Source: an optimization exercise on an open RTL-to-GDS flow (aim: small area, a short achievable clock period and few clock cycles). Production flows keep margins and buffers that such runs may drop. Only simulation tests tie the RTL to the original design; equivalence was not proved. No activity file was given, so power comes from the tool's default toggle rates.

## flow/config.mk

```make
export PLATFORM = sky130hd
export DESIGN_NAME = dcache
export DESIGN_NICKNAME = dcache
export VERILOG_FILES = /design/flow/design.v
export SDC_FILE = /design/flow/constraint.sdc
export NUM_CORES = 4
export LEC_CHECK = 0
export CAP_MARGIN = 20
export CORE_MARGIN = 2
export CORE_UTILIZATION = 40
export SETUP_SLACK_MARGIN = 0.3
export SLEW_MARGIN = 20
```

## flow/constraint.sdc

```tcl
create_clock -name core_clock -period 8.0 [get_ports {CLK}]
set_input_delay 1.6000 -clock core_clock [delete_from_list [all_inputs] [get_ports {CLK}]]
set_output_delay 1.6000 -clock core_clock [all_outputs]
set_load 0.01 [all_outputs]
```

## flow/design.v

```verilog
`default_nettype none
package dcache_pkg;
    localparam int WORD_W      = 32;
    localparam int SETS        = 8;
    localparam int WAYS        = 2;
    localparam int BLOCK_WORDS = 2;
    localparam int IDX_W       = 3;
    localparam int TAG_W       = 26;
    localparam int FLUSH_STEPS = 32;
    typedef logic [WORD_W-1:0] word_t;
    typedef struct packed {
        logic [TAG_W-1:0] tag;
        logic [IDX_W-1:0] idx;
        logic             blkoff;
        logic [1:0]       bytoff;
    } dcache_addr_t;
    typedef union packed {
        word_t        raw;
        dcache_addr_t f;
    } dcache_addr_u;
    typedef enum logic [2:0] {
        IDLE,
        WB0,
        WB1,
        FILL0,
        FILL1,
        FLUSH,
        FLUSHED
    } dcache_state_t;
endpackage
`default_nettype wire
`timescale 1ns/1ps
`default_nettype none
import dcache_pkg::*;
module dcache_frames (
    input  logic                           CLK,
    input  logic                           nRST,
    input  logic [WORD_W-1:0]              lookup,
    input  logic                           lookup_en,
    input  logic                           wr_en,
    input  logic [WORD_W-1:0]              wr_data,
    input  logic                           fill_en,
    input  logic                           fill_word,
    input  logic [WORD_W-1:0]              fill_data,
    input  logic                           fill_dirty,
    input  logic                           clean_en,
    input  logic [$clog2(FLUSH_STEPS)-1:0] flush_sel,
    input  logic                           flush_clean,
    output logic                           hit,
    output logic [WORD_W-1:0] rd_data,
    output logic                           victim_dirty,
    output logic [TAG_W-1:0]               victim_tag,
    output logic [BLOCK_WORDS-1:0][WORD_W-1:0] victim_data,
    output logic                           flush_dirty,
    output logic [TAG_W-1:0]               flush_tag,
    output logic [WORD_W-1:0] flush_word
);
    logic [SETS-1:0][WAYS-1:0] valid;
    logic [SETS-1:0][WAYS-1:0] dirty;
    logic [SETS-1:0]           lru;
    logic [TAG_W-1:0] tags [SETS][WAYS];
    dcache_pkg::word_t            data [SETS][WAYS][BLOCK_WORDS];
    dcache_pkg::dcache_addr_u     lookup_a;
    logic [IDX_W-1:0] idx;
    logic [WAYS-1:0]  way_hit;
    logic             hit_way;
    logic             victim;
    logic [IDX_W-1:0] fsel_idx;
    logic             fsel_way;
    logic             fsel_word;
    assign lookup_a = dcache_pkg::dcache_addr_u'(lookup);
    assign idx      = lookup_a.f.idx;
    always_comb begin
        for (int w = 0; w < WAYS; w++) begin
            way_hit[w] = valid[idx][w] && (tags[idx][w] == lookup_a.f.tag);
        end
    end
    assign hit_way = way_hit[1];
    assign victim  = lru[idx];
    assign hit     = lookup_en && (|way_hit);
    assign rd_data = data[idx][hit_way][lookup_a.f.blkoff];
    assign victim_dirty   = valid[idx][victim] && dirty[idx][victim];
    assign victim_tag     = tags[idx][victim];
    assign victim_data[0] = data[idx][victim][0];
    assign victim_data[1] = data[idx][victim][1];
    assign fsel_way  = flush_sel[IDX_W+1];
    assign fsel_idx  = flush_sel[IDX_W:1];
    assign fsel_word = flush_sel[0];
    assign flush_dirty = valid[fsel_idx][fsel_way] && dirty[fsel_idx][fsel_way];
    assign flush_tag   = tags[fsel_idx][fsel_way];
    assign flush_word  = data[fsel_idx][fsel_way][fsel_word];
    always_ff @(posedge CLK, negedge nRST) begin
        if (!nRST) begin
            valid <= '0;
            dirty <= '0;
            lru   <= '0;
        end else begin
            if (hit) begin
                lru[idx] <= ~hit_way;
            end
            if (wr_en) begin
                dirty[idx][hit_way] <= 1'b1;
            end
            if (fill_en) begin
                if (fill_word) begin
                    valid[idx][victim] <= 1'b1;
                    dirty[idx][victim] <= fill_dirty;
                    lru[idx]           <= ~victim;
                end else begin
                    valid[idx][victim] <= 1'b0;
                end
            end
            if (clean_en) begin
                dirty[idx][victim] <= 1'b0;
            end
            if (flush_clean && fsel_word) begin
                dirty[fsel_idx][fsel_way] <= 1'b0;
            end
        end
    end
    always_ff @(posedge CLK) begin
        if (wr_en) begin
            data[idx][hit_way][lookup_a.f.blkoff] <= wr_data;
        end
        if (fill_en) begin
            tags[idx][victim]                <= lookup_a.f.tag;
            data[idx][victim][fill_word] <= fill_data;
        end
    end
endmodule
`default_nettype wire
`timescale 1ns/1ps
`default_nettype none
import dcache_pkg::*;
module dcache_ctrl (
    input  logic         CLK,
    input  logic         nRST,
    input  logic         dmem_ren,
    input  logic         dmem_wen,
    input  logic [WORD_W-1:0]              dmem_addr,
    input  logic [WORD_W-1:0]              dmem_store,
    input  logic         halt,
    output logic [WORD_W-1:0] dmem_load,
    output logic         dhit,
    output logic         flushed,
    output logic         mem_ren,
    output logic         mem_wen,
    output logic [WORD_W-1:0] mem_addr,
    output logic [WORD_W-1:0] mem_store,
    input  logic [WORD_W-1:0]              mem_load,
    input  logic         mem_wait,
    output logic [WORD_W-1:0]              fif_lookup,
    output logic                           fif_lookup_en,
    output logic                           fif_wr_en,
    output logic [WORD_W-1:0] fif_wr_data,
    output logic                           fif_fill_en,
    output logic                           fif_fill_word,
    output logic [WORD_W-1:0] fif_fill_data,
    output logic                           fif_fill_dirty,
    output logic                           fif_clean_en,
    output logic [$clog2(FLUSH_STEPS)-1:0] fif_flush_sel,
    output logic                           fif_flush_clean,
    input  logic                           fif_hit,
    input  logic [WORD_W-1:0]              fif_rd_data,
    input  logic                           fif_victim_dirty,
    input  logic [TAG_W-1:0]               fif_victim_tag,
    input  logic [BLOCK_WORDS-1:0][WORD_W-1:0] fif_victim_data,
    input  logic                           fif_flush_dirty,
    input  logic [TAG_W-1:0]               fif_flush_tag,
    input  logic [WORD_W-1:0]              fif_flush_word
);
    dcache_pkg::dcache_state_t state;
    dcache_pkg::dcache_state_t next_state;
    logic [$clog2(FLUSH_STEPS)-1:0] flush_cnt;
    logic                           flush_step;
    logic                           flush_last;
    logic         req;
    dcache_pkg::dcache_addr_u req_a;
    dcache_pkg::dcache_addr_u mem_a;
    assign req   = dmem_ren || dmem_wen;
    assign req_a = dcache_pkg::dcache_addr_u'(dmem_addr);
    assign fif_lookup     = req_a.raw;
    assign fif_lookup_en  = (state == IDLE) && req;
    assign fif_wr_data    = dmem_store;
    assign fif_fill_data  = mem_load;
    assign fif_fill_dirty = dmem_wen;
    assign fif_flush_sel  = flush_cnt;
    assign dmem_load = fif_rd_data;
    assign flush_step = (state == FLUSH) && (!fif_flush_dirty || !mem_wait);
    assign flush_last = &flush_cnt;
    always_ff @(posedge CLK, negedge nRST) begin
        if (!nRST) begin
            state     <= IDLE;
            flush_cnt <= '0;
        end else begin
            state <= next_state;
            if (flush_step && !flush_last) begin
                flush_cnt <= flush_cnt + 1'b1;
            end
        end
    end
    always_comb begin
        next_state = state;
        case (state)
            IDLE: begin
                if (req) begin
                    if (!fif_hit) begin
                        next_state = fif_victim_dirty ? WB0 : FILL0;
                    end
                end else if (halt) begin
                    next_state = FLUSH;
                end
            end
            WB0: begin
                if (!mem_wait) begin
                    next_state = WB1;
                end
            end
            WB1: begin
                if (!mem_wait) begin
                    next_state = FILL0;
                end
            end
            FILL0: begin
                if (!mem_wait) begin
                    next_state = FILL1;
                end
            end
            FILL1: begin
                if (!mem_wait) begin
                    next_state = IDLE;
                end
            end
            FLUSH: begin
                if (flush_step && flush_last) begin
                    next_state = FLUSHED;
                end
            end
            FLUSHED: begin
                next_state = FLUSHED;
            end
            default: begin
                next_state = IDLE;
            end
        endcase
    end
    always_comb begin
        mem_a           = '0;
        mem_ren         = 1'b0;
        mem_wen         = 1'b0;
        mem_store       = '0;
        dhit            = 1'b0;
        flushed         = 1'b0;
        fif_wr_en       = 1'b0;
        fif_fill_en     = 1'b0;
        fif_fill_word   = 1'b0;
        fif_clean_en    = 1'b0;
        fif_flush_clean = 1'b0;
        case (state)
            IDLE: begin
                dhit      = fif_hit;
                fif_wr_en = fif_hit && dmem_wen;
            end
            WB0, WB1: begin
                mem_wen      = 1'b1;
                mem_a.f.tag  = fif_victim_tag;
                mem_a.f.idx  = req_a.f.idx;
                mem_a.f.blkoff = (state == WB1);
                mem_store    = fif_victim_data[state == WB1];
                fif_clean_en = (state == WB1) && !mem_wait;
            end
            FILL0, FILL1: begin
                mem_ren        = 1'b1;
                mem_a.f.tag    = req_a.f.tag;
                mem_a.f.idx    = req_a.f.idx;
                mem_a.f.blkoff = (state == FILL1);
                fif_fill_en    = !mem_wait;
                fif_fill_word  = (state == FILL1);
            end
            FLUSH: begin
                mem_wen         = fif_flush_dirty;
                mem_a.f.tag     = fif_flush_tag;
                mem_a.f.idx     = flush_cnt[IDX_W:1];
                mem_a.f.blkoff  = flush_cnt[0];
                mem_store       = fif_flush_word;
                fif_flush_clean = fif_flush_dirty && !mem_wait;
            end
            FLUSHED: begin
                flushed = 1'b1;
            end
            default: begin
                flushed = 1'b0;
            end
        endcase
        mem_addr = mem_a.raw;
    end
endmodule
`default_nettype wire
`timescale 1ns/1ps
`default_nettype none
import dcache_pkg::*;
module dcache (
    input  logic  CLK,
    input  logic  nRST,
    input  logic  dmem_ren,
    input  logic  dmem_wen,
    input  logic [WORD_W-1:0] dmem_addr,
    input  logic [WORD_W-1:0] dmem_store,
    input  logic  halt,
    output logic [WORD_W-1:0] dmem_load,
    output logic  dhit,
    output logic  flushed,
    output logic  mem_ren,
    output logic  mem_wen,
    output logic [WORD_W-1:0] mem_addr,
    output logic [WORD_W-1:0] mem_store,
    input  logic [WORD_W-1:0] mem_load,
    input  logic  mem_wait
);
    logic [WORD_W-1:0]              fif_lookup;
    logic                           fif_lookup_en;
    logic                           fif_wr_en;
    logic [WORD_W-1:0]              fif_wr_data;
    logic                           fif_fill_en;
    logic                           fif_fill_word;
    logic [WORD_W-1:0]              fif_fill_data;
    logic                           fif_fill_dirty;
    logic                           fif_clean_en;
    logic [$clog2(FLUSH_STEPS)-1:0] fif_flush_sel;
    logic                           fif_flush_clean;
    logic                           fif_hit;
    logic [WORD_W-1:0]              fif_rd_data;
    logic                           fif_victim_dirty;
    logic [TAG_W-1:0]               fif_victim_tag;
    logic [BLOCK_WORDS-1:0][WORD_W-1:0] fif_victim_data;
    logic                           fif_flush_dirty;
    logic [TAG_W-1:0]               fif_flush_tag;
    logic [WORD_W-1:0]              fif_flush_word;
    dcache_frames u_frames (
        .CLK          (CLK),
        .nRST         (nRST),
        .lookup       (fif_lookup),
        .lookup_en    (fif_lookup_en),
        .wr_en        (fif_wr_en),
        .wr_data      (fif_wr_data),
        .fill_en      (fif_fill_en),
        .fill_word    (fif_fill_word),
        .fill_data    (fif_fill_data),
        .fill_dirty   (fif_fill_dirty),
        .clean_en     (fif_clean_en),
        .flush_sel    (fif_flush_sel),
        .flush_clean  (fif_flush_clean),
        .hit          (fif_hit),
        .rd_data      (fif_rd_data),
        .victim_dirty (fif_victim_dirty),
        .victim_tag   (fif_victim_tag),
        .victim_data  (fif_victim_data),
        .flush_dirty  (fif_flush_dirty),
        .flush_tag    (fif_flush_tag),
        .flush_word   (fif_flush_word)
    );
    dcache_ctrl u_ctrl (
        .CLK        (CLK),
        .nRST       (nRST),
        .dmem_ren   (dmem_ren),
        .dmem_wen   (dmem_wen),
        .dmem_addr  (dmem_addr),
        .dmem_store (dmem_store),
        .halt       (halt),
        .dmem_load  (dmem_load),
        .dhit       (dhit),
        .flushed    (flushed),
        .mem_ren    (mem_ren),
        .mem_wen    (mem_wen),
        .mem_addr   (mem_addr),
        .mem_store  (mem_store),
        .mem_load   (mem_load),
        .mem_wait   (mem_wait),
        .fif_lookup       (fif_lookup),
        .fif_lookup_en    (fif_lookup_en),
        .fif_wr_en        (fif_wr_en),
        .fif_wr_data      (fif_wr_data),
        .fif_fill_en      (fif_fill_en),
        .fif_fill_word    (fif_fill_word),
        .fif_fill_data    (fif_fill_data),
        .fif_fill_dirty   (fif_fill_dirty),
        .fif_clean_en     (fif_clean_en),
        .fif_flush_sel    (fif_flush_sel),
        .fif_flush_clean  (fif_flush_clean),
        .fif_hit          (fif_hit),
        .fif_rd_data      (fif_rd_data),
        .fif_victim_dirty (fif_victim_dirty),
        .fif_victim_tag   (fif_victim_tag),
        .fif_victim_data  (fif_victim_data),
        .fif_flush_dirty  (fif_flush_dirty),
        .fif_flush_tag    (fif_flush_tag),
        .fif_flush_word   (fif_flush_word)
    );
endmodule
`default_nettype wire
```

## flow/run.sh

```bash
#!/bin/bash
# synth_recipe.tcl (not shown) runs the flow's synth.tcl, then flattens the netlist and writes it again
# the make line also repeats each setting of config.mk as NAME=value (left out here)
make -C /OpenROAD-flow-scripts/flow DESIGN_CONFIG=/design/flow/config.mk WORK_HOME=/design/flow/orfs CLKGATE_MAP_FILE= SYNTH_SCRIPT=/design/flow/synth_recipe.tcl finish
```

==> flow_results.xml <==
<?xml version="1.0" encoding="UTF-8"?>
<metrics>
  <group name="routing">
    <metric name="ant_nets" unit="">0</metric>
    <metric name="remaining_drc_errors" unit="">0</metric>
    <metric name="met3_length" unit="microns">36100</metric>
    <metric name="dr_total_vias" unit="">56980</metric>
    <metric name="number_of_optimization_iterations_in_the_first_detailed_route_pass" unit="">9</metric>
    <metric name="route.detailed.vias_per_inst" unit="">6.96</metric>
    <metric name="drt-total-wl" unit="microns">306000</metric>
    <metric name="routed_wire_length_per_instance" unit="microns">37.4</metric>
    <metric name="dr_wl_met2" unit="microns">141000</metric>
    <metric name="dr.first_iter.drc_count" unit="">9268</metric>
    <metric name="route.top_layer_used" unit="">met5</metric>
    <metric name="met1Wirelength" unit="microns">109000</metric>
  </group>
  <group name="worst_hold_path">
    <metric name="hold_path.class" unit="">flop to flop</metric>
  </group>
  <group name="cts">
    <metric name="tritoncts_num_sinks" unit="">1488</metric>
    <metric name="cts-root-to-sink-buffers" unit="">3</metric>
    <metric name="cts.root.buffer_cell" unit="">sky130_fd_sc_hd__clkbuf_16</metric>
    <metric name="cts_buffers" unit="">163</metric>
    <metric name="postCtsHoldBufs" unit="">0</metric>
    <metric name="clk_pin_slew_worst_paths" unit="ns">0.06</metric>
    <metric name="clock_tree_from_tritoncts" unit="">done</metric>
    <metric name="worst_skew_pair_latency" unit="ns">0.83</metric>
    <metric name="cts_htree_levels" unit="">4</metric>
  </group>
  <group name="pwr">
    <metric name="post-layout-total-power" unit="uW">26900</metric>
    <metric name="power.ir.vdd_worst" unit="V">0.000303</metric>
    <metric name="total_leakage_power" unit="uW">0.0296</metric>
    <metric name="power_density" unit="nW/um^2">291</metric>
  </group>
  <group name="floorplanning">
    <metric name="design.portCount" unit="">202</metric>
    <metric name="die-width" unit="microns">450</metric>
    <metric name="fp-row-count" unit="">163</metric>
    <metric name="core_area" unit="sq um">198000</metric>
    <metric name="initial_utilization" unit="%">40.3</metric>
    <metric name="die_y" unit="microns">450</metric>
    <metric name="die_area" unit="sq um">203000</metric>
  </group>
  <group name="synthesis">
    <metric name="synth-async-reset-ratio" unit="%">3.23</metric>
    <metric name="netlist_area" unit="sq um">79600</metric>
    <metric name="synth_enable_flop_cells" unit="">1440</metric>
    <metric name="dominantRegCellSynth" unit="">sky130_fd_sc_hd__edfxtp_1</metric>
    <metric name="synth_area_per_cell" unit="sq um">15.5</metric>
    <metric name="synth.largest_area_cell" unit="">sky130_fd_sc_hd__edfxtp_1</metric>
    <metric name="synth.distinct_cells" unit="">69</metric>
    <metric name="postSynthCellCount" unit="">5140</metric>
    <metric name="yosysTopAreaCellShare" unit="%">54.3</metric>
    <metric name="postSynthRegisterBits" unit="">1488</metric>
    <metric name="post_synth_main_area_contributors" unit="">sky130_fd_sc_hd__edfxtp_1, sky130_fd_sc_hd__mux4_2, sky130_fd_sc_hd__mux2i_1</metric>
    <metric name="yosys_warnings" unit="">2</metric>
    <metric name="synth.yosys.seq_area_share" unit="%">55.8</metric>
  </group>
  <group name="finish">
    <metric name="register_area" unit="sq um">44500</metric>
    <metric name="multi_input_comb_area" unit="sq um">33700</metric>
    <metric name="number_of_nets_in_the_finished_design" unit="">5529</metric>
    <metric name="fillCellCount" unit="">16771</metric>
    <metric name="area_delta_synth_final" unit="%">15.9</metric>
    <metric name="drive_above_1_share" unit="%">26.9</metric>
  </group>
  <group name="timing">
    <metric name="slew_violations" unit="">0</metric>
    <metric name="tightestPinTransition" unit="ns">1.22</metric>
    <metric name="max_slew_margin" unit="%">18.4</metric>
    <metric name="postLayoutSetupSlackWorst" unit="ns">0.345</metric>
    <metric name="hold_viol" unit="">0</metric>
    <metric name="fin_crit_sh" unit="%">95.7</metric>
    <metric name="finalCriticalPeriod" unit="ns">7.66</metric>
    <metric name="finalSetupViolations" unit="">0</metric>
    <metric name="grt_setup_unrepaired" unit="">yes</metric>
    <metric name="worst_clock_skew" unit="ns">0.0535</metric>
    <metric name="achievable_clock_frequency" unit="MHz">131</metric>
  </group>
  <group name="critical_path">
    <metric name="critical_path.most_common_cell" unit="">sky130_fd_sc_hd__buf_4</metric>
    <metric name="crit_type" unit="">primary input to output pin</metric>
    <metric name="max_stage_delay" unit="ns">0.58</metric>
    <metric name="cp_cell_sequence" unit="">buf_16 -&gt; buf_12 -&gt; mux4_2 -&gt; mux2i_4 -&gt; xnor2_2 -&gt; nor4_4 -&gt; buf_4 -&gt; nand4_1 -&gt; and4bb_4 -&gt; buf_4 -&gt; buf_12 -&gt; buf_4 -&gt; mux4_2 -&gt; a22oi_1 -&gt; nand3_1 -&gt; clkdlybuf4s50_1</metric>
    <metric name="end_kind" unit="">output pin</metric>
    <metric name="timing.critical_path.arrival" unit="ns">6.06</metric>
    <metric name="cp.required" unit="ns">6.40</metric>
    <metric name="crit_path_start_kind" unit="">primary input</metric>
    <metric name="slowest_cell_on_the_critical_path" unit="">sky130_fd_sc_hd__clkdlybuf4s50_1</metric>
    <metric name="critical_path_buf_inv_count" unit="">7</metric>
    <metric name="critPathTopFamily" unit="">buffers and inverters</metric>
    <metric name="path_max_fanout" unit="">19</metric>
  </group>
  <group name="grt">
    <metric name="grt_pass1_wl" unit="microns">426000</metric>
    <metric name="first_global_vias" unit="">55659</metric>
    <metric name="track_usage" unit="%">29.5</metric>
    <metric name="grt_max_degree" unit="">132</metric>
    <metric name="grt-ovfl-total" unit="">0</metric>
    <metric name="antenna_violations_before_repair" unit="">13</metric>
  </group>
  <group name="placement">
    <metric name="dp_hpwl" unit="microns">186000</metric>
    <metric name="numPortBuffers" unit="">197</metric>
    <metric name="placement.setup.worst_slack" unit="ns">-0.398</metric>
    <metric name="place.gp.congestion" unit="">0.922</metric>
  </group>
  <group name="status">
    <metric name="status" unit="">no timing/DRC/antenna violations</metric>
  </group>
  <group name="job">
    <metric name="cap_viol_max_count" unit="">0</metric>
  </group>
</metrics>
-- cells by family after synthesis --
logic type	Yosys count	synth area share [%]
AOI/OAI and AO/OA	971	8.42
xor gates and xnor gates	53	0.583
adders and majority gates	19	0.299
buffers and inverters	451	2.51
DFF	1488	55.8
muxes	1286	27.6
other	1	0.00471
and+or+nand+nor	871	4.74
-- final cells by class --
type / count / share of cell area [%]
Sequential cell: 1488 / 48.2
Clock buffer: 186 / 4.55
Inverter: 19 / 0.0963
Antenna cell: 3 / 0.00814
Multi-Input combinational cell: 3202 / 36.5
Tap cell: 2640 / 3.58
Timing Repair Buffer: 534 / 5.77
Clock inverter: 113 / 1.29
-- timing repair --
action	CTS	global route
pin swaps	4	6
hold endpoints to repair	0	0
setup endpoints to repair	32	29
gates resized for setup	17	23
cloned	1	0
setup buffers	2	4
-- registers in the layout (all words and copies together), names as in the netlist, named ones only --
| name | flops |
|---|---|
| u_ctrl.flush_cnt | 5 |
| u_ctrl.state | 3 |
| u_frames.data | 1024 |
| u_frames.dirty | 16 |
| u_frames.lru | 8 |
| u_frames.tags | 416 |
-- synth_stat cells (10+ instances only) --
library cell and instances:
sky130_fd_sc_hd__buf_4 50, sky130_fd_sc_hd__a31oi_1 34, sky130_fd_sc_hd__dfrtp_1 48, sky130_fd_sc_hd__clkbuf_1 228, sky130_fd_sc_hd__a211oi_1 50, sky130_fd_sc_hd__nor2_1 229
sky130_fd_sc_hd__nand2_1 406, sky130_fd_sc_hd__nand2b_1 12, sky130_fd_sc_hd__mux2_2 67, sky130_fd_sc_hd__o22ai_1 141, sky130_fd_sc_hd__and2_1 11, sky130_fd_sc_hd__a221o_1 13
sky130_fd_sc_hd__mux4_2 721, sky130_fd_sc_hd__xnor2_1 39, sky130_fd_sc_hd__nand4_1 14, sky130_fd_sc_hd__edfxtp_1 1440, sky130_fd_sc_hd__a222oi_1 18, sky130_fd_sc_hd__mux2i_1 496
sky130_fd_sc_hd__a22o_1 48, sky130_fd_sc_hd__a21oi_1 154, sky130_fd_sc_hd__xor2_1 14, sky130_fd_sc_hd__o2111a_1 10, sky130_fd_sc_hd__a2111oi_0 16, sky130_fd_sc_hd__and3_1 32
sky130_fd_sc_hd__a22oi_1 139, sky130_fd_sc_hd__o211ai_1 12, sky130_fd_sc_hd__o21ai_0 156, sky130_fd_sc_hd__o311ai_0 20, sky130_fd_sc_hd__or3_1 15, sky130_fd_sc_hd__buf_2 64
sky130_fd_sc_hd__nor3_1 44, sky130_fd_sc_hd__buf_1 85, sky130_fd_sc_hd__nand3_1 68, sky130_fd_sc_hd__ha_1 19, sky130_fd_sc_hd__a221oi_1 72, sky130_fd_sc_hd__nor4_1 12
sky130_fd_sc_hd__nor2b_1 13, sky130_fd_sc_hd__o221ai_1 43, sky130_fd_sc_hd__o2111ai_1 14, sky130_fd_sc_hd__inv_1 13
-- through the flow --
stage | cell area [sq um] | setup TNS (ns) | utilization (%) | instances | hold WS (ns)
floorplan | 79600 | 0 | - | 5141 | 0.455
global placement | 86500 | -6.72 | 43.8 | 7871 | 0.475
detailed placement | 86500 | -7.44 | 43.8 | 7871 | 0.481
CTS | 92100 | 0 | 46.6 | 8173 | 0.497
global route | 92300 | 0 | 46.7 | 8184 | 0.520
finish | 92300 | 0 | 46.7 | 8185 | 0.501
-- path summary, 6_finish.rpt --
check	startpoint	to	slack (ns)	depth (start not counted)
setup / recovery	dmem_addr[4]	dmem_load[24]	0.34	16
hold / removal	u_frames.lru[5]	u_frames.lru[5]	0.50	1
setup reg to reg	u_ctrl.state[2]	u_frames.data[15][25]	2.67	10
hold reg to reg	u_frames.lru[5]	u_frames.lru[5]	0.50	1
max in group asynchronous	nRST	u_ctrl.flush_cnt[0]	6.54	2
min in group asynchronous	nRST	u_frames.dirty[14]	0.91	2
-- layer usage --
layer / vias to the layer above / track usage, %
li1: 22105 / -
met1: 29254 / 37.8
met2: 4588 / 46.2
met3: 1025 / 6.68
met4: 8 / 16.8
met5: - / 0
-- placed cells by master (no fill, tap or decap), types with 50 or more instances in the layout --
cell type                            n
sky130_fd_sc_hd__clkdlybuf4s50_1   185
sky130_fd_sc_hd__buf_12             56
sky130_fd_sc_hd__mux4_2            721
sky130_fd_sc_hd__nand2_1           394
sky130_fd_sc_hd__a21oi_1           153
sky130_fd_sc_hd__nor2_1            185
sky130_fd_sc_hd__a221oi_1           72
sky130_fd_sc_hd__edfxtp_1         1440
sky130_fd_sc_hd__buf_4             274
sky130_fd_sc_hd__a22oi_1           139
sky130_fd_sc_hd__a211oi_1           50
sky130_fd_sc_hd__nand3_1            64
sky130_fd_sc_hd__mux2_2             67
sky130_fd_sc_hd__o21ai_0           156
sky130_fd_sc_hd__o22ai_1           141
sky130_fd_sc_hd__clkbuf_16         164
sky130_fd_sc_hd__mux2i_1           492
-- power by group --
group          switching (uW)  internal, uW  leakage (uW)
logic                    5690          4020        0.0135
registers                 284          9170        0.0136
clock network            3330          4380       0.00259
total                    9310         17600        0.0296
Testbench counts, summed over its fixed seeds: cycles 56,425.

## port drivers added, routing unchanged
No port has a modelled driver above. Below, the same layout with a new extraction and two added sets of constraints. Step 1 (the two cells are an assumption about what drives the block):
set clk [get_ports {CLK}]
set_driving_cell -lib_cell sky130_fd_sc_hd__clkbuf_16 $clk
set_driving_cell -lib_cell sky130_fd_sc_hd__buf_2 [delete_from_list [all_inputs] $clk]
Step 2 times the ports against the registers' clock, not the clock port: input delays grow and output delays shrink by t, the midpoint of the rising clock arrivals with the driver on. Three values: ideal ports, drivers, drivers and shift; two values: the first two.
t (ns): 0.895
setup WS [ns]: 0.345 / 0.257 / 0.257
hold slack, ns: 0.501 / 0.501 / 0.501
clock arrival spread, ns: 0.054 / 0.054
After both steps setup and hold are still met in this run. For this run, drivers alone change the setup slack by -0.088 ns; drivers and shift together by -0.088 ns.
